Background: an optimization exercise with open tools, aiming at small area. Do not read the settings as production practice. Only simulation tests tie the RTL to the original design; equivalence was not proved. Power is estimated from default activity; no workload was simulated.

===== flow/run.sh =====
#!/bin/bash
# synth_recipe.tcl (not shown) runs the flow's synth.tcl, then flattens the netlist and writes it again
# the make line also repeats each setting of config.mk as NAME=value (left out here)
make -C /OpenROAD-flow-scripts/flow DESIGN_CONFIG=/design/flow/config.mk WORK_HOME=/design/flow/orfs CLKGATE_MAP_FILE= SYNTH_SCRIPT=/design/flow/synth_recipe.tcl finish

===== flow/design.v =====
module lw_hmac_key_loader #(
    parameter int WORD_SIZE = 64,
    parameter int KEY_WORDS = 16,
    parameter int LEN_W     = 8
) (
    input  logic                              clk_i,
    input  logic                              rst_i,
    input  logic                              clear_i,
    input  logic [WORD_SIZE-1:0]              in_data_i,
    input  logic                              in_valid_i,
    input  logic                              in_last_i,
    input  logic [$clog2(WORD_SIZE/8):0]      in_bytes_i,
    output logic                              in_ready_o,
    input  logic                              emit_i,
    output logic [WORD_SIZE-1:0]              key_o,
    output logic                              key_valid_o,
    input  logic                              key_ready_i,
    output logic                              key_loaded_o,
    output logic [LEN_W-1:0]                  key_len_o,
    output logic                              busy_o,
    output logic                              err_o,
    output logic [1:0]                        state_o
);
    localparam int BYTES = WORD_SIZE / 8;
    localparam int BW    = $clog2(BYTES) + 1;
    localparam int IW    = $clog2(KEY_WORDS);
    localparam logic [1:0] ST_IDLE = 2'd0;
    localparam logic [1:0] ST_LOAD = 2'd1;
    localparam logic [1:0] ST_HELD = 2'd2;
    localparam logic [1:0] ST_EMIT = 2'd3;
    logic [1:0]             state_q;
    logic [WORD_SIZE-1:0]   buf_q [KEY_WORDS];
    logic [IW-1:0]          last_q;      
    logic [BW-1:0]          bytes_q;     
    logic [IW-1:0]          rd_idx_q;    
    logic                   drop_q;      
    logic                   err_q;
    logic                   st_load, st_held, st_emit, st_start;
    logic                   in_fire, take, full;
    logic [IW-1:0]          wr_pos;
    logic [WORD_SIZE-1:0]   wr_data;
    logic [KEY_WORDS-1:0]   rd_sel;
    assign st_load  = (state_q == ST_LOAD);
    assign st_held  = (state_q == ST_HELD);
    assign st_emit  = (state_q == ST_EMIT);
    assign st_start = ~state_q[0];                
    assign state_o      = state_q;
    assign in_ready_o   = ~st_emit;
    assign key_valid_o  = st_emit;
    assign key_loaded_o = state_q[1];
    assign busy_o       = state_q[0];
    assign err_o        = err_q;
    assign key_len_o = state_q[1] ?
        {LEN_W'(last_q) + LEN_W'(bytes_q[BW-1]), 3'b000} | LEN_W'(bytes_q[BW-2:0]) : '0;
    assign in_fire = in_valid_i && !st_emit;
    assign take    = st_emit && key_ready_i;
    assign full    = (last_q == IW'(KEY_WORDS - 1));
    assign wr_pos = st_load ? last_q + IW'(1) : '0;
    always_comb begin
        for (int b = 0; b < BYTES; b++) begin
            wr_data[WORD_SIZE-1-8*b -: 8] =
                (!in_last_i || BW'(b) < in_bytes_i) ? in_data_i[WORD_SIZE-1-8*b -: 8] : 8'h00;
        end
    end
    always_ff @(posedge clk_i) begin
        for (int i = 0; i < KEY_WORDS; i++) begin
            if (in_fire && wr_pos == IW'(i)) begin
                buf_q[i] <= wr_data;
            end
        end
        if (in_fire) begin
            last_q <= wr_pos;
            if (in_last_i) begin
                bytes_q <= in_bytes_i;
            end
        end
    end
    always_comb begin
        for (int i = 0; i < KEY_WORDS; i++) begin
            rd_sel[i] = st_emit && rd_idx_q == IW'(i) && IW'(i) <= last_q;
        end
        key_o = '0;
        for (int i = 0; i < KEY_WORDS; i++) begin
            key_o = key_o | ({WORD_SIZE{rd_sel[i]}} & buf_q[i]);
        end
    end
    always_ff @(posedge clk_i) begin
        if (st_held || take) begin
            rd_idx_q <= st_held ? '0 : rd_idx_q + IW'(1);
        end
    end
    always_ff @(posedge clk_i) begin
        if (rst_i || clear_i) begin
            state_q <= ST_IDLE;
            drop_q  <= 1'b0;
            err_q   <= 1'b0;
        end else begin
            case (state_q)
                ST_IDLE, ST_HELD: begin
                    if (in_fire) begin
                        err_q   <= 1'b0;
                        drop_q  <= 1'b0;
                        state_q <= in_last_i ? ST_HELD : ST_LOAD;
                    end else if (emit_i && st_held) begin
                        state_q <= ST_EMIT;
                    end
                end
                ST_LOAD: begin
                    if (in_fire) begin
                        if (!drop_q && full) begin
                            err_q <= 1'b1;
                        end
                        if (drop_q || full) begin
                            if (in_last_i) begin
                                drop_q  <= 1'b0;
                                state_q <= ST_IDLE;
                            end else begin
                                drop_q  <= 1'b1;
                            end
                        end else if (in_last_i) begin
                            state_q <= ST_HELD;
                        end
                    end
                end
                default: begin
                    if (take && rd_idx_q == IW'(KEY_WORDS - 1)) begin
                        state_q <= ST_HELD;
                    end
                end
            endcase
        end
    end
endmodule

===== flow/constraint.sdc =====
create_clock -name core_clock -period 6.0 [get_ports {clk_i}]
set_input_delay 1.2000 -clock core_clock [delete_from_list [all_inputs] [get_ports {clk_i}]]
set_output_delay 1.2000 -clock core_clock [all_outputs]
set_load 0.01 [all_outputs]

===== flow/config.mk =====
export PLATFORM = sky130hd
export DESIGN_NAME = lw_hmac_key_loader
export DESIGN_NICKNAME = lw_hmac_key_loader
export VERILOG_FILES = /design/flow/design.v
export SDC_FILE = /design/flow/constraint.sdc
export NUM_CORES = 4
export LEC_CHECK = 0
export CAP_MARGIN = 20
export CORE_MARGIN = 2
export CORE_UTILIZATION = 40
export SLEW_MARGIN = 20

==> flow_metrics.env, run 1 <==
export IMPL_min_path_cells=2
export IMPL_cp_data_arrival_time_ps=4560
export IMPL_status="finished clean"
export IMPL_synth_async_reset_ratio_pct=0
export IMPL_yosys_warnings=2
export IMPL_tns_ps=0
export IMPL_nNetsFinal=2549
export IMPL_ios=154
export IMPL_drtIter0Drc=2985
export IMPL_design_area_um2=46000
export IMPL_cp_required_ps=4800
export IMPL_synth_most_common_cell="edfxtp_1"
export IMPL_power_leakage_nw=14.2
export IMPL_cts_max_level=3
export IMPL_fmax_ghz=0.174
export IMPL_regArea_um2=31200
export IMPL_drt_pass1_iterations=8
export IMPL_initial_core_util_pct=40.4
export IMPL_hp_start="err_q"
export IMPL_crit_chain="and3b_1, and3_2, buf_4, a22oi_1, nand4_1, or3_1, clkdlybuf4s50_1"
export IMPL_netlist_area_leader_share_pct=79.7
export IMPL_max_cap_violations=0
export IMPL_synth_top_family_by_area="compound AO/OA/AOI/OAI gates"
export IMPL_finalCritPeriodShare_pct=96.0
export IMPL_cts_max_path_buffers=3
export IMPL_die_width_um=316
export IMPL_fill_cells=8107
export IMPL_final_layout_size_suffix_gt1_share_pct=10.8
export IMPL_synth_top_flop_cell="edfxtp_1"
export IMPL_drt_vias_per_instance=5.99
export IMPL_route_detailed_drc=0
export IMPL_globalRouteOverflowTotal=0
export IMPL_syn_num_nets=2358
export IMPL_antenna_left=0
export IMPL_min_period_ps=5760
export IMPL_clock_skew_ps=33.5
export IMPL_rr_endpoint="buf_q[2][12]"
export IMPL_clockRootBuffer="clkbuf_16"
export IMPL_rr_startpoint="state_q[0]"
export IMPL_synthMuxAreaShare_pct=0.0256
export IMPL_cts_num_sinks=1040
export IMPL_maxSlewViolCount=0
export IMPL_via_count=22900
export IMPL_avgSynthCellArea_um2=17.2
export IMPL_cts_setup_buffers=0
export IMPL_netlist_top_cells_area="edfxtp_1, a22oi_1, nand2_1, a222oi_1, clkbuf_1"
export IMPL_die_area_um2=100000
export IMPL_row_count=114
export IMPL_syn_area_um2=39000
export IMPL_slowest_stage="and3_2"
export IMPL_antenna_found_initial=8
export IMPL_ir_worst_vdd_uv=219
export IMPL_grt_pass1_wl_mm=161
export IMPL_setup_viol=0
export IMPL_rr_worst_depth=8
export IMPL_top_usage_layer="met2"
export IMPL_first_global_vias=22600
export IMPL_path_clk_slew_ps=60
export IMPL_insertion_delay_ps=690
export IMPL_numCtsBuffers=103
export IMPL_synth_cells=2273
export IMPL_cp_max_fo=31
export IMPL_yosysTopAreaCell="edfxtp_1"
export IMPL_tightest_slew_ps=1150
export IMPL_yosys_top_cells_count="edfxtp_1, a22oi_1, nand2_1"
export IMPL_numPortBuffers=153
export IMPL_relSlewSlack_pct=23.4
export IMPL_multiInputGateArea_um2=7480
export IMPL_wl_per_cell_um=29.5
export IMPL_hp_class="register to register"
export IMPL_slowest_delay_ps=1030
export IMPL_synthXorXnorAreaFrac_pct=0.135
export IMPL_grt_max_degree=66
export IMPL_power_mw=15.0
export IMPL_synth_adder_area_share_pct=0.320
export IMPL_final_hold_viol_count=0
export IMPL_worstSetupPathType="register to primary output"
export IMPL_cp_start_kind="register"
export IMPL_synthToLayoutAreaGrowth_pct=17.9
export IMPL_synth_seq_cells=1040
export IMPL_routed_wl_mm=113
export IMPL_power_density_nw_per_um2=326
export IMPL_whs_endpoint="err_q"
export IMPL_synth_edff_count=1036
export IMPL_cts_tree="built"
export IMPL_place_congestion=0.867
export IMPL_die_y_um=316
export IMPL_yosysSeqAreaShare_pct=79.9
export IMPL_rsz0062_at_grt="no"
export IMPL_r2r_slack_ps=2570
export IMPL_end_kind="primary output"
export IMPL_placed_area_um2=42500
export IMPL_synth_compound_area_share_pct=10.5
export IMPL_ctsResizeCount=0
export IMPL_grt_use_met2_pct=35.6
export IMPL_synth_simple_area_share_pct=7.50
export IMPL_core_area_um2=96700
export IMPL_met3_usage_pct=4.86
export IMPL_utilization_pct=47.6
export IMPL_track_usage_pct=22.5
export IMPL_hold_slack_ps=603
export IMPL_hpwlAfterDp_mm=62.0
export IMPL_hold_buffers=0
export IMPL_synthDistinctLibCells=53
export IMPL_global_route_usage_met1_pct=31.4
how the worst max path moves through the flow:
stage / start / endpoint / slack, ps / cells after the start
after floorplan: in_valid_i / buf_q[4][0] / 790 / 4
after global routing: rd_idx_q[3] / key_o[63] / 60 / 7
final: rd_idx_q[3] / key_o[63] / 240 / 7
after CTS: rd_idx_q[3] / key_o[63] / 230 / 7
after detailed placement: last_q[0] / key_o[52] / 980 / 9
after global placement: last_q[0] / key_o[51] / 1070 / 9
cell type report:
| class | instances | area share [%] |
|---|---|---|
| Antenna cell | 3 | 0.0163 |
| Clock buffer | 119 | 5.82 |
| Clock inverter | 73 | 1.72 |
| Inverter | 9 | 0.0734 |
| Multi-Input combinational cell | 1079 | 16.2 |
| Sequential cell | 1040 | 67.8 |
| Tap cell | 1276 | 3.47 |
| Timing Repair Buffer | 231 | 4.90 |
cell families (layout without fill, tap and decap cells):
family	count (synthesis)	after routing
other	0	3
multiplexers	1	1
buffers and inverters	154	432
adder cells (fa/ha/maj)	10	10
AO/OA/AOI/OAI	537	537
flip-flops	1040	1040
XOR/XNOR	6	6
AND/OR/NAND/NOR	525	525
placed cells by master, fill, tap and decap left out, types with 38 or more instances in the layout:
cell type           n
nor2_1             41
clkbuf_16         105
and2_1             50
a221oi_1           41
clkdlybuf4s50_1   153
a22oi_1           249
a21oi_1            38
edfxtp_1         1036
nand4_1            43
nand2_1           136
a222oi_1           43
buf_4              67
routing by layer:
layer | part of all wire [%] | wire, µm | vias to the layer above
met1 | 40 | 45700 | 11800
met4 | 2.7 | 3050 | 2
met3 | 10 | 11300 | 191
met5 | 0.011 | 13 | -
met2 | 47 | 53000 | 1232
li1 | - | - | 9719
flip-flops by register name, summed over array words and instances, names as in the netlist:
name / cells
last_q: 4
err_q: 1
rd_idx_q: 4
state_q: 2
drop_q: 1
buf_q: 1024
bytes_q: 4
stage by stage:
stage	cells	setup slack (ps)
floorplan	2273	786
global route	3830	60.5
CTS	3827	228
detailed placement	3635	980
global placement	3634	1070
finish	3830	242
worst max-delay path, delay by kind of cell, from the launching register on:
family                 cells  cell delay (ps)
AOI/OAI and AO/OA          1              120
buffers and inverters      2              970
DFF                        1              670
and+or+nand+nor            4             2140
power by group:
group	internal, mW	leakage [nW]	switching (mW)
clock	3.85	1.70	2.71
sequential	8.08	9.45	0.0198
combinational	0.0886	3.06	0.250
==> run 2, diff against run 1 <==
--- a/flow/design.v
+++ b/flow/design.v
@@ -52,4 +52,3 @@
     assign err_o        = err_q;
-    assign key_len_o = state_q[1] ?
-        {LEN_W'(last_q) + LEN_W'(bytes_q[BW-1]), 3'b000} | LEN_W'(bytes_q[BW-2:0]) : '0;
+    assign key_len_o = state_q[1] ? LEN_W'(last_q) * LEN_W'(BYTES) + LEN_W'(bytes_q) : '0;
     assign in_fire = in_valid_i && !st_emit;
@@ -81,6 +80,15 @@
         end
-        key_o = '0;
-        for (int i = 0; i < KEY_WORDS; i++) begin
-            key_o = key_o | ({WORD_SIZE{rd_sel[i]}} & buf_q[i]);
+    end
+    for (genvar k = 0; k < WORD_SIZE; k++) begin : g_rd
+        logic [5:0] lo;
+        for (genvar g = 0; g < 5; g++) begin : g_aoi
+            kl_aoi222 u_aoi (
+                .a0(rd_sel[3*g]),   .b0(buf_q[3*g][k]),
+                .a1(rd_sel[3*g+1]), .b1(buf_q[3*g+1][k]),
+                .a2(rd_sel[3*g+2]), .b2(buf_q[3*g+2][k]),
+                .y (lo[g])
+            );
         end
+        kl_nand2 u_nd2 (.a(rd_sel[15]), .b(buf_q[15][k]), .y(lo[5]));
+        kl_nand6 u_nd6 (.a(lo), .y(key_o[k]));
     end
@@ -133 +141,19 @@
 endmodule
+module kl_aoi222 (
+    input  logic a0, b0, a1, b1, a2, b2,
+    output logic y
+);
+    assign y = ~((a0 & b0) | (a1 & b1) | (a2 & b2));
+endmodule
+module kl_nand2 (
+    input  logic a, b,
+    output logic y
+);
+    assign y = ~(a & b);
+endmodule
+module kl_nand6 (
+    input  logic [5:0] a,
+    output logic       y
+);
+    assign y = ~&a;
+endmodule
==> flow/flow/run.sh (new file) <==
#!/bin/bash
# The standard layout, with the port buffers that ORFS adds at global
# placement made from the smallest plain buffer (buf_1) instead of the
# default delay buffer. Everything else is the standard.sh unchanged.
set -euo pipefail
export BUFFER_PORTS_ARGS="-buffer_cell sky130_fd_sc_hd__buf_1"
bash standard.sh finish > standard_flow.log 2>&1
==> flow/standard.sh (new file) <==
#!/bin/bash
# synth_recipe.tcl (not shown) runs the flow's synth.tcl, then flattens the netlist and writes it again
# the make line also repeats each setting of config.mk as NAME=value (left out here)
make -C /OpenROAD-flow-scripts/flow DESIGN_CONFIG=/design/flow/config.mk WORK_HOME=/design/flow/orfs CLKGATE_MAP_FILE= SYNTH_SCRIPT=/design/flow/synth_recipe.tcl "${@:-finish}"
--- a/flow/config.mk
+++ b/flow/config.mk
@@ -10,2 +10,6 @@
 export CORE_UTILIZATION = 40
+export CTS_BUF_LIST = sky130_fd_sc_hd__clkbuf_8
+export CTS_CLUSTER_DIAMETER = 60
+export CTS_CLUSTER_SIZE = 16
 export SLEW_MARGIN = 20
+export SYNTH_HIERARCHICAL = 1
removed: flow/run.sh
==> flow_metrics.env, run 2 <==
export IMPL_ir_worst_vdd_uv=149
export IMPL_hp_class="register to register"
export IMPL_cts_num_sinks=1040
export IMPL_hold_slack_ps=623
export IMPL_place_congestion=0.796
export IMPL_synthDistinctLibCells=41
export IMPL_regArea_um2=31200
export IMPL_rsz0062_at_grt="no"
export IMPL_cp_required_ps=4800
export IMPL_synth_seq_cells=1040
export IMPL_grt_max_degree=65
export IMPL_power_density_nw_per_um2=286
export IMPL_power_switching_share_pct=20.4
export IMPL_synth_cells=1770
export IMPL_worstSetupPathType="register to primary output"
export IMPL_end_kind="primary output"
export IMPL_synth_edff_count=1036
export IMPL_hpwlAfterDp_mm=52.3
export IMPL_utilization_pct=44.9
export IMPL_wl_per_cell_um=30.9
export IMPL_via_count=20300
export IMPL_final_hold_viol_count=0
export IMPL_numPortBuffers=153
export IMPL_synth_most_common_cell="edfxtp_1"
export IMPL_insertion_delay_ps=710
export IMPL_final_cell_mix="edfxtp_1, a222oi_1, buf_1, clkbuf_8, nand2_1"
export IMPL_antenna_found_initial=3
export IMPL_cts_max_level=3
export IMPL_row_count=111
export IMPL_cts_setup_buffers=0
export IMPL_pwr_share_comb_pct=2.3
export IMPL_fin_cells=3255
export IMPL_whs_endpoint="err_q"
export IMPL_synth_async_reset_ratio_pct=0
export IMPL_nNetsFinal=2136
export IMPL_tightest_slew_ps=1120
export IMPL_min_period_ps=5340
export IMPL_min_path_cells=2
export IMPL_die_y_um=308
export IMPL_fmax_ghz=0.187
export IMPL_rr_endpoint="buf_q[4][30]"
export IMPL_clock_skew_ps=24.1
export IMPL_die_area_um2=94700
export IMPL_yosysSeqAreaShare_pct=84.5
export IMPL_avgSynthCellArea_um2=20.8
export IMPL_design_area_um2=41100
export IMPL_power_leakage_nw=12.2
export IMPL_first_global_vias=20500
export IMPL_synth_top_flop_cell="edfxtp_1"
export IMPL_status="finished clean"
export IMPL_rr_startpoint="last_q[0]"
export IMPL_grt_pass1_wl_mm=143
export IMPL_critical_path_startpoint="state_q[1]"
export IMPL_antenna_left=0
export IMPL_fill_cells=7683
export IMPL_netlist_top_cells_area="edfxtp_1, a222oi_1, and4_1, and2_1, nand3_1"
export IMPL_finalCritPeriodShare_pct=89.1
export IMPL_clkPwrFrac_pct=28.8
export IMPL_syn_area_um2=36900
export IMPL_yosysTopAreaCell="edfxtp_1"
export IMPL_power_frac_seq_pct=68.9
export IMPL_placed_area_um2=39900
export IMPL_path_clk_slew_ps=90
export IMPL_hold_buffers=0
export IMPL_syn_num_nets=1854
export IMPL_track_usage_pct=20.9
export IMPL_setup_viol=0
export IMPL_clockRootBuffer="clkbuf_8"
export IMPL_cp_max_fo=19
export IMPL_routed_wl_mm=101
export IMPL_power_mw=11.8
export IMPL_die_width_um=308
export IMPL_route_detailed_drc=0
export IMPL_drt_vias_per_instance=6.24
export IMPL_cts_max_path_buffers=3
export IMPL_final_layout_size_suffix_gt1_share_pct=9.33
export IMPL_max_cap_violations=0
export IMPL_maxSlewViolCount=0
export IMPL_relSlewSlack_pct=25.2
export IMPL_ios=154
export IMPL_cts_tree="built"
export IMPL_r2r_slack_ps=2290
export IMPL_multiInputGateArea_um2=5880
export IMPL_dpl_cell_count=3158
export IMPL_yosys_top_cells_count="edfxtp_1, a222oi_1, nand2_1"
export IMPL_core_area_um2=91500
export IMPL_rr_worst_depth=5
export IMPL_initial_core_util_pct=40.3
export IMPL_netlist_area_leader_share_pct=84.3
export IMPL_globalRouteOverflowTotal=0
export IMPL_numCtsBuffers=77
export IMPL_top_register="buf_q"
export IMPL_cp_start_kind="register"
export IMPL_synthToLayoutAreaGrowth_pct=11.4
export IMPL_cp_data_arrival_time_ps=4140
export IMPL_yosys_warnings=9
export IMPL_drtIter0Drc=3181
export IMPL_ctsResizeCount=0
export IMPL_largest_reg_flops=1024
export IMPL_internal_power_mw=9.37
export IMPL_hp_start="err_q"
export IMPL_final_common_cell="edfxtp_1"
export IMPL_drt_pass1_iterations=9
export IMPL_p_switching_mw=2.39
run 2: logic make-up (layout without fill, tap and decap cells):
kind of cell | after synthesis | after routing | synth area share [%]
other | 0 | 1 | 0
muxes | 1 | 1 | 0.0610
DFF | 1040 | 1040 | 84.5
xor gates and xnor gates | 7 | 7 | 0.166
adders and majority gates | 9 | 9 | 0.305
and+or+nand+nor | 354 | 354 | 5.64
buffers and inverters | 25 | 323 | 0.332
AOI/OAI and AO/OA | 334 | 334 | 8.97
run 2: cell type report:
class,instances,area share (%)
antenna,1,0.00609
clock buffer,81,2.71
clock inverter,14,0.234
inverter,12,0.116
multi-input combinational,705,14.3
sequential,1040,75.9
tap,1186,3.61
timing repair buffer,216,3.14
run 2: per-layer routing:
| metal | global-route usage [%] | part of all wire [%] | vias up | wire (µm) |
|---|---|---|---|---|
| met3 | 3.36 | 8.8 | 125 | 8820 |
| met4 | 5.34 | 1.9 | 0 | 1960 |
| met2 | 35.8 | 50 | 1041 | 50200 |
| met5 | 0 | 0 | - | 0 |
| li1 | - | - | 8505 | - |
| met1 | 27.8 | 39 | 10700 | 39600 |
run 2: per-stage QoR:
stage / TNS [ps] / setup slack, ps
floorplan: -185430 / -489
global placement: 0 / 1540
detailed placement: 0 / 1420
CTS: 0 / 642
global route: 0 / 514
finish: 0 / 657
run 2: modules after synthesis, one instance, submodules excluded:
module	area [µm²]	cells	copies in the design	flip-flops and latches
kl_nand6	13.8	2	64	0
lw_hmac_key_loader	32600	1258	1	1040
kl_nand2	3.75	1	64	0
kl_aoi222	10.0	1	320	0
run 2: how the worst max path moves through the flow:
stage | endpoint | slack (ps) | cells after the start
after floorplan | buf_q[12][0] | -490 | 3
after global placement | key_o[12] | 1540 | 8
after detailed placement | key_o[12] | 1420 | 8
after CTS | key_o[12] | 640 | 8
after global routing | key_o[12] | 510 | 8
final | key_o[12] | 660 | 8
run 2: worst max-delay path, cell delays in order (launching register included):
cell	delay [ps]
dfxtp_1	670
and2_1	420
nand2_1	300
nor3_4	940
buf_4	350
a222oi_1	160
and4_1	260
nand3_1	150
buf_1	180
run 2: power groups by stage:
stage / registers, mW / logic [mW] / clock network [mW]
after CTS: 8.10 / 0.269 / 3.47
after global placement: 8.27 / 0.254 / 0
after floorplan: 8.26 / 0.136 / 0
after detailed placement: 8.27 / 0.268 / 0
final: 8.11 / 0.268 / 3.39
after global routing: 8.11 / 0.291 / 3.70
==> run 3, diff against run 2 <==
--- a/flow/config.mk
+++ b/flow/config.mk
@@ -7,5 +7,5 @@
 export LEC_CHECK = 0
-export CAP_MARGIN = 20
+export CAP_MARGIN = 0
 export CORE_MARGIN = 2
-export CORE_UTILIZATION = 40
+export CORE_UTILIZATION = 70
 export CTS_BUF_LIST = sky130_fd_sc_hd__clkbuf_8
@@ -13,3 +13,4 @@
 export CTS_CLUSTER_SIZE = 16
-export SLEW_MARGIN = 20
+export PLACE_DENSITY = 0.9
+export SLEW_MARGIN = 0
 export SYNTH_HIERARCHICAL = 1
==> flow_metrics.env, run 3 <==
export IMPL_status="finished clean"
export IMPL_final_hold_viol_count=0
export IMPL_cts_max_path_buffers=3
export IMPL_max_cap_violations=0
export IMPL_path_clk_slew_ps=80
export IMPL_placed_area_um2=39000
export IMPL_cts_tree="built"
export IMPL_hp_class="register to register"
export IMPL_yosys_warnings=9
export IMPL_final_cell_mix="edfxtp_1, a222oi_1, buf_1, clkbuf_8, nand2_1"
export IMPL_cts_setup_buffers=0
export IMPL_die_y_um=234
export IMPL_numPortBuffers=153
export IMPL_hold_buffers=0
export IMPL_crit_chain="and2_1, nand2_1, nor2_4, buf_4, a222oi_1, and4_1, nand3_1, buf_1"
export IMPL_ctsResizeCount=0
export IMPL_netlist_area_leader_share_pct=84.3
export IMPL_min_path_cells=2
export IMPL_synth_top_flop_cell="edfxtp_1"
export IMPL_wl_per_cell_um=33.8
export IMPL_cp_data_arrival_time_ps=4050
export IMPL_yosysTopAreaCell="edfxtp_1"
export IMPL_routed_wl_mm=92.7
export IMPL_rr_worst_depth=5
export IMPL_antenna_found_initial=0
export IMPL_slowest_delay_ps=750
export IMPL_cts_num_sinks=1040
export IMPL_grt_max_degree=65
export IMPL_final_layout_size_suffix_gt1_share_pct=8.82
export IMPL_core_area_um2=52300
export IMPL_finalCritPeriodShare_pct=87.6
export IMPL_relSlewSlack_pct=26.4
export IMPL_synthDistinctLibCells=41
export IMPL_setup_viol=0
export IMPL_ios=154
export IMPL_synth_seq_cells=1040
export IMPL_slowest_stage="nor2_4"
export IMPL_hpwlAfterDp_mm=49.8
export IMPL_min_period_ps=5250
export IMPL_rr_endpoint="buf_q[6][29]"
export IMPL_initial_core_util_pct=70.5
export IMPL_drt_vias_per_instance=7.73
export IMPL_fmax_ghz=0.190
export IMPL_clock_skew_ps=33.5
export IMPL_synthToLayoutAreaGrowth_pct=8.81
export IMPL_die_area_um2=54600
export IMPL_power_leakage_nw=12.0
export IMPL_route_detailed_drc=0
export IMPL_r2r_slack_ps=1990
export IMPL_die_width_um=234
export IMPL_yosys_top_cells_count="edfxtp_1, a222oi_1, nand2_1"
export IMPL_numCtsBuffers=75
export IMPL_whs_endpoint="err_q"
export IMPL_tightest_slew_ps=1100
export IMPL_globalRouteOverflowTotal=0
export IMPL_worstSetupPathType="register to primary output"
export IMPL_synth_async_reset_ratio_pct=0
export IMPL_cp_start_kind="register"
export IMPL_ir_worst_vdd_uv=191
export IMPL_maxSlewViolCount=0
export IMPL_power_density_nw_per_um2=289
export IMPL_syn_num_nets=1854
export IMPL_final_common_cell="edfxtp_1"
export IMPL_drtIter0Drc=4432
export IMPL_hp_start="err_q"
export IMPL_synth_edff_count=1036
export IMPL_via_count=21200
export IMPL_insertion_delay_ps=710
export IMPL_first_global_vias=21600
export IMPL_rsz0062_at_grt="no"
export IMPL_largest_reg_flops=1024
export IMPL_place_congestion=0.816
export IMPL_row_count=84
export IMPL_cts_max_level=3
export IMPL_nNetsFinal=2131
export IMPL_drt_pass1_iterations=11
export IMPL_rr_startpoint="last_q[1]"
export IMPL_synth_cells=1770
export IMPL_grt_pass1_wl_mm=134
export IMPL_avgSynthCellArea_um2=20.8
export IMPL_track_usage_pct=34.6
export IMPL_top_register="buf_q"
export IMPL_cp_required_ps=4800
export IMPL_yosysSeqAreaShare_pct=84.5
export IMPL_end_kind="primary output"
export IMPL_netlist_top_cells_area="edfxtp_1, a222oi_1, and4_1, and2_1, nand3_1"
export IMPL_syn_area_um2=36900
export IMPL_antenna_left=0
export IMPL_design_area_um2=40200
export IMPL_tns_ps=0
export IMPL_cp_max_fo=28
export IMPL_synth_most_common_cell="edfxtp_1"
export IMPL_clockRootBuffer="clkbuf_8"
run 3: Yosys stat by module, one instance, submodules excluded:
module	times used	area (µm²)	cells inside
kl_aoi222	320	10.0	1
lw_hmac_key_loader	1	32600	1258
kl_nand6	64	13.8	2
kl_nand2	64	3.75	1
run 3: worst max-delay path by stage:
| stage | start | end | slack [ps] | depth (start not counted) |
|---|---|---|---|---|
| 2_1_floorplan | in_valid_i | buf_q[12][0] | -490 | 3 |
| 3_3_place_gp | state_q[1] | key_o[33] | 1700 | 8 |
| 3_5_place_dp | state_q[1] | key_o[33] | 1520 | 8 |
| 4_1_cts | state_q[1] | key_o[33] | 810 | 8 |
| 5_1_grt | state_q[1] | key_o[53] | 670 | 8 |
| 6_report | state_q[1] | key_o[33] | 750 | 8 |
run 3: layout make-up:
class,count,area (µm²)
Sequential cell,1040,31200
Fill cell,2589,12200
Multi-Input combinational cell,705,5870
Timing Repair Buffer,213,1060
Clock buffer,77,1060
Tap cell,688,861
Clock inverter,5,61.3
Inverter,12,47.5
Antenna cell,1,2.50
run 3: metrics by stage:
stage          utilization [%]  hold WS, ps  total power [mW]  setup WS (ps)  std cells
6_report                  76.7          567              11.6            745       2741
5_1_grt                   76.7          590              11.9            675       2740
4_1_cts                   76.7          571              11.6            813       2740
3_5_place_dp              74.6          552              8.52           1520       2658
3_3_place_gp              74.6          545              8.49           1700       2658
2_1_floorplan                -          550              8.40           -489       1770
run 3: power by group:
group	leakage, nW	switching [mW]	internal [mW]
Sequential	9.45	0.0269	8.08
Clock	0.578	2.04	1.21
Combinational	2.02	0.214	0.0434
run 3: cell families (layout without fill, tap and decap cells):
group | count (synthesis) | after routing | synth area share (%)
buffers and inverters | 25 | 307 | 0.332
AND/OR/NAND/NOR | 354 | 354 | 5.64
multiplexers | 1 | 1 | 0.0610
flip-flops | 1040 | 1040 | 84.5
adder cells (fa/ha/maj) | 9 | 9 | 0.305
other | 0 | 1 | 0
XOR/XNOR | 7 | 7 | 0.166
AO/OA/AOI/OAI | 334 | 334 | 8.97
run 3: layer usage:
layer | GRT usage (%) | part of all wire, %
met5 | 0.184 | 0
met4 | 19.6 | 5.5
met3 | 6.99 | 15
met2 | 56.0 | 49
met1 | 44.6 | 31
run 3: critical path: cells and delay by family, from the launching register on:
kind                   cells  cell delay (ps)
DFF                        1              620
AOI/OAI and AO/OA          1              190
and+or+nand+nor            5             1830
buffers and inverters      2              710

==> afterwards: timing with drivers on the ports <==
The flow's constraints put no driver on any port. The routed layouts listed below were extracted and timed again, unchanged, in two steps.
Step 1 sets driving cells, clkbuf_16 on the clock port and buf_2 on the other inputs (assumed; they add their load-dependent delay and slew).
Step 2 times the ports against the registers' clock, not the clock port: input delays grow and output delays shrink by t, the midpoint of the rising clock arrivals with the driver on.
Slacks: no drivers / after step 1 / after step 2; pairs: no drivers / after step 1.
| run | t (ns) | slack for setup (ns) | latest minus earliest clock arrival (ns) |
|---|---|---|---|
| run 1 | 0.743 | 0.242 / 0.173 / 0.916 | 0.036 / 0.036 |
| run 2 | 0.752 | 0.657 / 0.595 / 1.347 | 0.032 / 0.032 |
| run 3 | 0.750 | 0.745 / 0.684 / 1.434 | 0.034 / 0.035 |
After both steps setup and hold are still met in every run listed.
